This is an optimization exercise on Yosys and OpenROAD, whose aim is small area, a short achievable clock period and few clock cycles per item, not a production implementation.
Function was checked by simulation only, so behaviour that the tests miss may differ from the original.
Power and IR drop assume default switching activity.

==> build 29 <==
## t2s_pass_sequencer
module t2s_pass_sequencer
#(
  parameter int WIDTH = 16,
  parameter int NREQ  = 2,
  localparam int LANES = t2s_seq_pkg::LANES,
  localparam int IDW   = (NREQ > 1) ? $clog2(NREQ) : 1
) (
  input  logic                             clk,
  input  logic                             rst,
  input  logic [NREQ-1:0]                  req_valid,
  output logic [NREQ-1:0]                  req_ready,
  input  logic [NREQ-1:0][LANES-1:0][WIDTH-1:0] req_vec,
  input  logic [NREQ-1:0][2:0]             req_log2size,
  input  logic [NREQ-1:0][2:0]             req_stages,
  output logic                             out_valid,
  input  logic                             out_ready,
  output logic [LANES-1:0][WIDTH-1:0]      out_vec,
  output logic [IDW-1:0]                   out_src,
  output logic                             busy
);
==> module t2s_ohmux, before the edit <==
module t2s_ohmux
#(
  parameter int N     = 2,
  parameter int WIDTH = 16
) (
  input  logic [N-1:0]            i_sel,
  input  logic [N-1:0][WIDTH-1:0] i_d,
  output logic [WIDTH-1:0]        o_d
);
  always_comb begin
    o_d = '0;
    for (int i = 0; i < N; i++) o_d = o_d | ({WIDTH{i_sel[i]}} & i_d[i]);
  end
endmodule
==> module t2s_pass_sequencer, before the edit <==
module t2s_pass_sequencer
#(
  parameter int WIDTH = 16,
  parameter int NREQ  = 2,
  localparam int LANES = t2s_seq_pkg::LANES,
  localparam int IDW   = (NREQ > 1) ? $clog2(NREQ) : 1
) (
  input  logic                             clk,
  input  logic                             rst,
  input  logic [NREQ-1:0]                  req_valid,
  output logic [NREQ-1:0]                  req_ready,
  input  logic [NREQ-1:0][LANES-1:0][WIDTH-1:0] req_vec,
  input  logic [NREQ-1:0][2:0]             req_log2size,
  input  logic [NREQ-1:0][2:0]             req_stages,
  output logic                             out_valid,
  input  logic                             out_ready,
  output logic [LANES-1:0][WIDTH-1:0]      out_vec,
  output logic [IDW-1:0]                   out_src,
  output logic                             busy
);
  logic [LANES-1:0][WIDTH-1:0] r_work;
  logic [t2s_seq_pkg::PERM_NSEL-1:0] r_sel;
  logic [5:0]                  w_cfg;
  logic [t2s_seq_pkg::PERM_NSEL-1:0] w_sel;
  logic                        r_id;
  logic                        r_rr;
  logic                        r_valid;
  logic                        w_free;
  logic                        w_sel1;
  logic                        w_accept;
  assign w_free = ~r_valid | out_ready;
  assign w_sel1 = r_rr ? req_valid[1] : ~req_valid[0];
  assign w_accept = ~rst & w_free & (req_valid[0] | req_valid[1]);
  assign req_ready[0] = ~rst & w_free & (~r_rr | ~req_valid[1]);
  assign req_ready[1] = ~rst & w_free & ( r_rr | ~req_valid[0]);
  logic                        w_hold, w_ld0, w_ld1;
  logic [LANES-1:0][WIDTH-1:0] w_work;
  assign w_hold = ~w_free;
  assign w_ld0  = w_free & ~w_sel1;
  assign w_ld1  = w_free &  w_sel1;
  for (genvar l = 0; l < LANES; l++) begin : g_ld
    t2s_sel3 #(.WIDTH(WIDTH)) u_sel (
      .i_s0 (w_hold),
      .i_s1 (w_ld0),
      .i_s2 (w_ld1),
      .i_d0 (r_work[l]),
      .i_d1 (req_vec[0][l]),
      .i_d2 (req_vec[1][l]),
      .o_d  (w_work[l])
    );
  end
  assign w_cfg = w_sel1 ? t2s_seq_pkg::job_cfg(req_log2size[1], req_stages[1])
                        : t2s_seq_pkg::job_cfg(req_log2size[0], req_stages[0]);
  t2s_perm_sel u_sel (
    .i_cfg (w_cfg),
    .o_sel (w_sel)
  );
  always_ff @(posedge clk) begin
    r_work <= w_work;
    if (w_free) begin
      r_sel  <= w_sel;
      r_id   <= w_sel1;
    end
  end
  always_ff @(posedge clk) begin
    if (rst) begin
      r_valid <= 1'b0;
      r_rr    <= 1'b0;
    end else begin
      r_valid <= w_accept | (r_valid & ~out_ready);
      if (w_accept) r_rr <= ~w_sel1;
    end
  end
  t2s_perm_pass #(.WIDTH(WIDTH)) u_pass (
    .i_vec (r_work),
    .i_sel (r_sel),
    .o_vec (out_vec)
  );
  assign out_valid = r_valid;
  assign out_src   = r_id;
  assign busy      = r_valid;
endmodule
==> flow/config.mk <==
export PLATFORM = sky130hd
export DESIGN_NAME = t2s_pass_sequencer
export DESIGN_NICKNAME = t2s_pass_sequencer
export VERILOG_FILES = /design/flow/design.v
export SDC_FILE = /design/flow/constraint.sdc
export NUM_CORES = 4
export LEC_CHECK = 0
export CAP_MARGIN = 20
export CORE_AREA = 2 2 448 448
export DIE_AREA = 0 0 450 450
export PLACE_DENSITY = 0.4
export SETUP_SLACK_MARGIN = 4.1
export SLEW_MARGIN = 20
export SYNTH_HIERARCHICAL = 1
export SYNTH_MINIMUM_KEEP_SIZE = 0
==> flow/constraint.sdc <==
create_clock -name core_clock -period 8.0 [get_ports {clk}]
set_input_delay 1.6000 -clock core_clock [delete_from_list [all_inputs] [get_ports {clk}]]
set_output_delay 1.6000 -clock core_clock [all_outputs]
set_load 0.01 [all_outputs]
standard.sh (not shown) runs the stock make flow with config.mk's settings and CLKGATE_MAP_FILE= SYNTH_SCRIPT=/design/flow/synth_recipe.tcl, a recipe that flattens the netlist after the stock synthesis.
==> flow/flow/run.sh <==
#!/bin/bash
# The standard layout (the standard.sh, unchanged synthesis and steps),
# with one difference: the port buffers that buffer_ports inserts use the
# plain buffer sky130_fd_sc_hd__buf_1 instead of the cell it picks by default
# (a 10 um2 delay buffer). Every port still gets its own buffer.
set -euo pipefail
export BUFFER_PORTS_ARGS="-buffer_cell sky130_fd_sc_hd__buf_1"
bash standard.sh > standard_flow.log 2>&1
==> inputs of build 45, as changes to build 29 <==
--- a/flow/design.v
+++ b/flow/design.v
@@ -190,11 +190,113 @@
   input  logic [N-1:0][WIDTH-1:0] i_d,
   output logic [WIDTH-1:0]        o_d
 );
+  localparam int NG = (N + 1) / 2;
+  logic [NG-1:0][WIDTH-1:0] w_n;    
+  if (N == 2) begin : g_two
+    assign o_d = ({WIDTH{i_sel[0]}} & i_d[0]) | ({WIDTH{i_sel[1]}} & i_d[1]);
+  end else begin : g_many
+  for (genvar g = 0; g < N / 2; g++) begin : g_pair
+    t2s_aoi22 #(.WIDTH(WIDTH)) u_aoi (
+      .i_s0 (i_sel[2*g]),   .i_d0 (i_d[2*g]),
+      .i_s1 (i_sel[2*g+1]), .i_d1 (i_d[2*g+1]),
+      .o_n  (w_n[g])
+    );
+  end
+  if (N % 2 == 1) begin : g_odd
+    t2s_nand2v #(.WIDTH(WIDTH)) u_nand (
+      .i_s (i_sel[N-1]), .i_d (i_d[N-1]), .o_n (w_n[NG-1])
+    );
+  end
+  t2s_nandk #(.K(NG), .WIDTH(WIDTH)) u_out (
+    .i_n (w_n),
+    .o_d (o_d)
+  );
+  end
+endmodule
+module t2s_aoi22
+#(
+  parameter int WIDTH = 16
+) (
+  input  logic             i_s0,
+  input  logic [WIDTH-1:0] i_d0,
+  input  logic             i_s1,
+  input  logic [WIDTH-1:0] i_d1,
+  output logic [WIDTH-1:0] o_n
+);
+  assign o_n = ~(({WIDTH{i_s0}} & i_d0) | ({WIDTH{i_s1}} & i_d1));
+endmodule
+module t2s_nand2v
+#(
+  parameter int WIDTH = 16
+) (
+  input  logic             i_s,
+  input  logic [WIDTH-1:0] i_d,
+  output logic [WIDTH-1:0] o_n
+);
+  assign o_n = ~({WIDTH{i_s}} & i_d);
+endmodule
+module t2s_nandk
+#(
+  parameter int K     = 2,
+  parameter int WIDTH = 16
+) (
+  input  logic [K-1:0][WIDTH-1:0] i_n,
+  output logic [WIDTH-1:0]        o_d
+);
   always_comb begin
-    o_d = '0;
-    for (int i = 0; i < N; i++) o_d = o_d | ({WIDTH{i_sel[i]}} & i_d[i]);
+    o_d = '1;
+    for (int k = 0; k < K; k++) o_d = o_d & i_n[k];
+    o_d = ~o_d;
   end
 endmodule
+module t2s_ready (
+  input  logic       i_rst,
+  input  logic       i_out_ready,
+  input  logic [1:0] i_valid,
+  input  logic       i_full,
+  input  logic       i_rr,
+  output logic [1:0] o_ready
+);
+  assign o_ready[0] = ~(i_rst | (i_full & ~i_out_ready) | ( i_rr & i_valid[1]));
+  assign o_ready[1] = ~(i_rst | (i_full & ~i_out_ready) | (~i_rr & i_valid[0]));
+endmodule
+module t2s_sel2
+#(
+  parameter int WIDTH = 16
+) (
+  input  logic             i_s0,
+  input  logic             i_s1,
+  input  logic [WIDTH-1:0] i_d0,
+  input  logic [WIDTH-1:0] i_d1,
+  output logic [WIDTH-1:0] o_d
+);
+  assign o_d = ({WIDTH{i_s0}} & i_d0) | ({WIDTH{i_s1}} & i_d1);
+endmodule
+module t2s_ld3
+#(
+  parameter int WIDTH = 16
+) (
+  input  logic             i_free,
+  input  logic             i_sel1,
+  input  logic [WIDTH-1:0] i_d0,
+  input  logic [WIDTH-1:0] i_d1,
+  input  logic [WIDTH-1:0] i_d2,
+  output logic [WIDTH-1:0] o_d
+);
+  logic w_s0, w_s1, w_s2;
+  assign w_s0 = ~i_free;
+  assign w_s1 = i_free & ~i_sel1;
+  assign w_s2 = i_free &  i_sel1;
+  t2s_sel3 #(.WIDTH(WIDTH)) u_sel (
+    .i_s0 (w_s0),
+    .i_s1 (w_s1),
+    .i_s2 (w_s2),
+    .i_d0 (i_d0),
+    .i_d1 (i_d1),
+    .i_d2 (i_d2),
+    .o_d  (o_d)
+  );
+endmodule
 module t2s_sel3
 #(
   parameter int WIDTH = 16
@@ -242,18 +344,21 @@
   assign w_free = ~r_valid | out_ready;
   assign w_sel1 = r_rr ? req_valid[1] : ~req_valid[0];
   assign w_accept = ~rst & w_free & (req_valid[0] | req_valid[1]);
-  assign req_ready[0] = ~rst & w_free & (~r_rr | ~req_valid[1]);
-  assign req_ready[1] = ~rst & w_free & ( r_rr | ~req_valid[0]);
-  logic                        w_hold, w_ld0, w_ld1;
+  t2s_ready u_ready (
+    .i_rst       (rst),
+    .i_out_ready (out_ready),
+    .i_valid     (req_valid),
+    .i_full      (r_valid),
+    .i_rr        (r_rr),
+    .o_ready     (req_ready)
+  );
+  logic                        w_hold;
   logic [LANES-1:0][WIDTH-1:0] w_work;
   assign w_hold = ~w_free;
-  assign w_ld0  = w_free & ~w_sel1;
-  assign w_ld1  = w_free &  w_sel1;
   for (genvar l = 0; l < LANES; l++) begin : g_ld
-    t2s_sel3 #(.WIDTH(WIDTH)) u_sel (
-      .i_s0 (w_hold),
-      .i_s1 (w_ld0),
-      .i_s2 (w_ld1),
+    t2s_ld3 #(.WIDTH(WIDTH)) u_sel (
+      .i_free (w_free),
+      .i_sel1 (w_sel1),
       .i_d0 (r_work[l]),
       .i_d1 (req_vec[0][l]),
       .i_d2 (req_vec[1][l]),
@@ -266,12 +371,18 @@
     .i_cfg (w_cfg),
     .o_sel (w_sel)
   );
+  logic [t2s_seq_pkg::PERM_NSEL-1:0] w_sel_d;
+  t2s_sel2 #(.WIDTH(t2s_seq_pkg::PERM_NSEL)) u_sel_ld (
+    .i_s0 (w_hold),
+    .i_s1 (w_free),
+    .i_d0 (r_sel),
+    .i_d1 (w_sel),
+    .o_d  (w_sel_d)
+  );
   always_ff @(posedge clk) begin
     r_work <= w_work;
-    if (w_free) begin
-      r_sel  <= w_sel;
-      r_id   <= w_sel1;
-    end
+    r_sel  <= w_sel_d;
+    if (w_free) r_id <= w_sel1;
   end
   always_ff @(posedge clk) begin
     if (rst) begin
==> flow/flow/run.sh (replaced) <==
#!/bin/bash
# The standard layout (the standard.sh, unchanged synthesis and steps),
# with these differences in how the layout is made:
#  - the port buffers that buffer_ports inserts use the plain buffer
#    sky130_fd_sc_hd__buf_1 instead of the cell it picks by default (a 10 um2
#    delay buffer); every port still gets its own buffer;
#  - pins may sit one routing track apart (place_pins -min_distance 1
#    -min_distance_in_tracks), so that the 1,560 ports fit on a smaller die;
#  - the clock pin is placed in the middle of the left edge with no other pin
#    within 4 um, since its wire needs wider spacing than one track.
set -euo pipefail
export BUFFER_PORTS_ARGS="-buffer_cell sky130_fd_sc_hd__buf_1"
export PLACE_PINS_ARGS="-min_distance 1 -min_distance_in_tracks -exclude left:166-174"
export IO_CONSTRAINTS="$PWD/flow/io_constraints.tcl"
bash standard.sh > standard_flow.log 2>&1
==> flow/flow/io_constraints.tcl (new file) <==
# The clock net's top wire is routed with double spacing, so the clock pin
# gets a pin-free stretch of the left edge around it (see run.sh's -exclude).
place_pin -pin_name clk -layer met3 -location {0.4 170} -force_to_die_boundary
--- a/flow/config.mk
+++ b/flow/config.mk
@@ -6,10 +6,10 @@
 export NUM_CORES = 4
 export LEC_CHECK = 0
 export CAP_MARGIN = 20
-export CORE_AREA = 2 2 448 448
-export DIE_AREA = 0 0 450 450
-export PLACE_DENSITY = 0.4
-export SETUP_SLACK_MARGIN = 4.1
+export CORE_AREA = 2 2 338 338
+export DIE_AREA = 0 0 340 340
+export PLACE_DENSITY = 0.45
+export SETUP_SLACK_MARGIN = 4.3
 export SLEW_MARGIN = 20
 export SYNTH_HIERARCHICAL = 1
 export SYNTH_MINIMUM_KEEP_SIZE = 0
==> summary.txt <==
status finished clean; met1 Resource Use GR 41.3%; Main power group registers; Top Ports 1557; met3 Use GR 12.2%; vias 42300; Post-synth EDFFs 1; mux cell area share after synthesis 0.0343%; row cnt 123; die span in y 340 µm; fraction of synthesized cell area taken by the top area cell type 35.2%; Worst path depth 3
[end of results for build 45]
==> summary.txt <==
met3 Use GR 12.4%; row cnt 163; vias 43800; Post-synth EDFFs 63; status finished clean; Worst path depth 4
[end of results for build 29]
Testbench counts of build 29, summed over its fixed seeds: cycles 1,032, jobs 1,024.
Testbench counts of build 45, summed over its fixed seeds: cycles 1,032, jobs 1,024.

[static timing again, ports no longer ideal]
In the flow no input, the clock included, has a driving cell. The finished layouts below were timed again as built, in two steps. Step 1, drivers: a clkbuf_16 drives clk and a buf_2 each remaining input, both assumed. Step 2 times the ports against the registers' clock, not the clock port: input delays grow and output delays shrink by t, the midpoint of the rising clock arrivals with the driver on. Three values: no drivers, after step 1, after step 2; two values: the first two.
run | t, ns | setup slack, ns | latest minus earliest clock arrival (ns) | worst register clock-pin slew, ns | worst slew at a driven data input, ns
build 29 | 0.796 | 3.615 / 3.527 / 3.732 | 0.037 / 0.036 | 0.07 / 0.07 | 0.37
build 45 | 0.714 | 4.182 / 4.144 / 3.997 | 0.032 / 0.032 | 0.07 / 0.07 | 0.25
After both steps setup and hold are still met in every run listed. For build 45, which loses most, drivers alone change the setup slack by -0.038 ns; drivers and shift together by -0.185 ns.
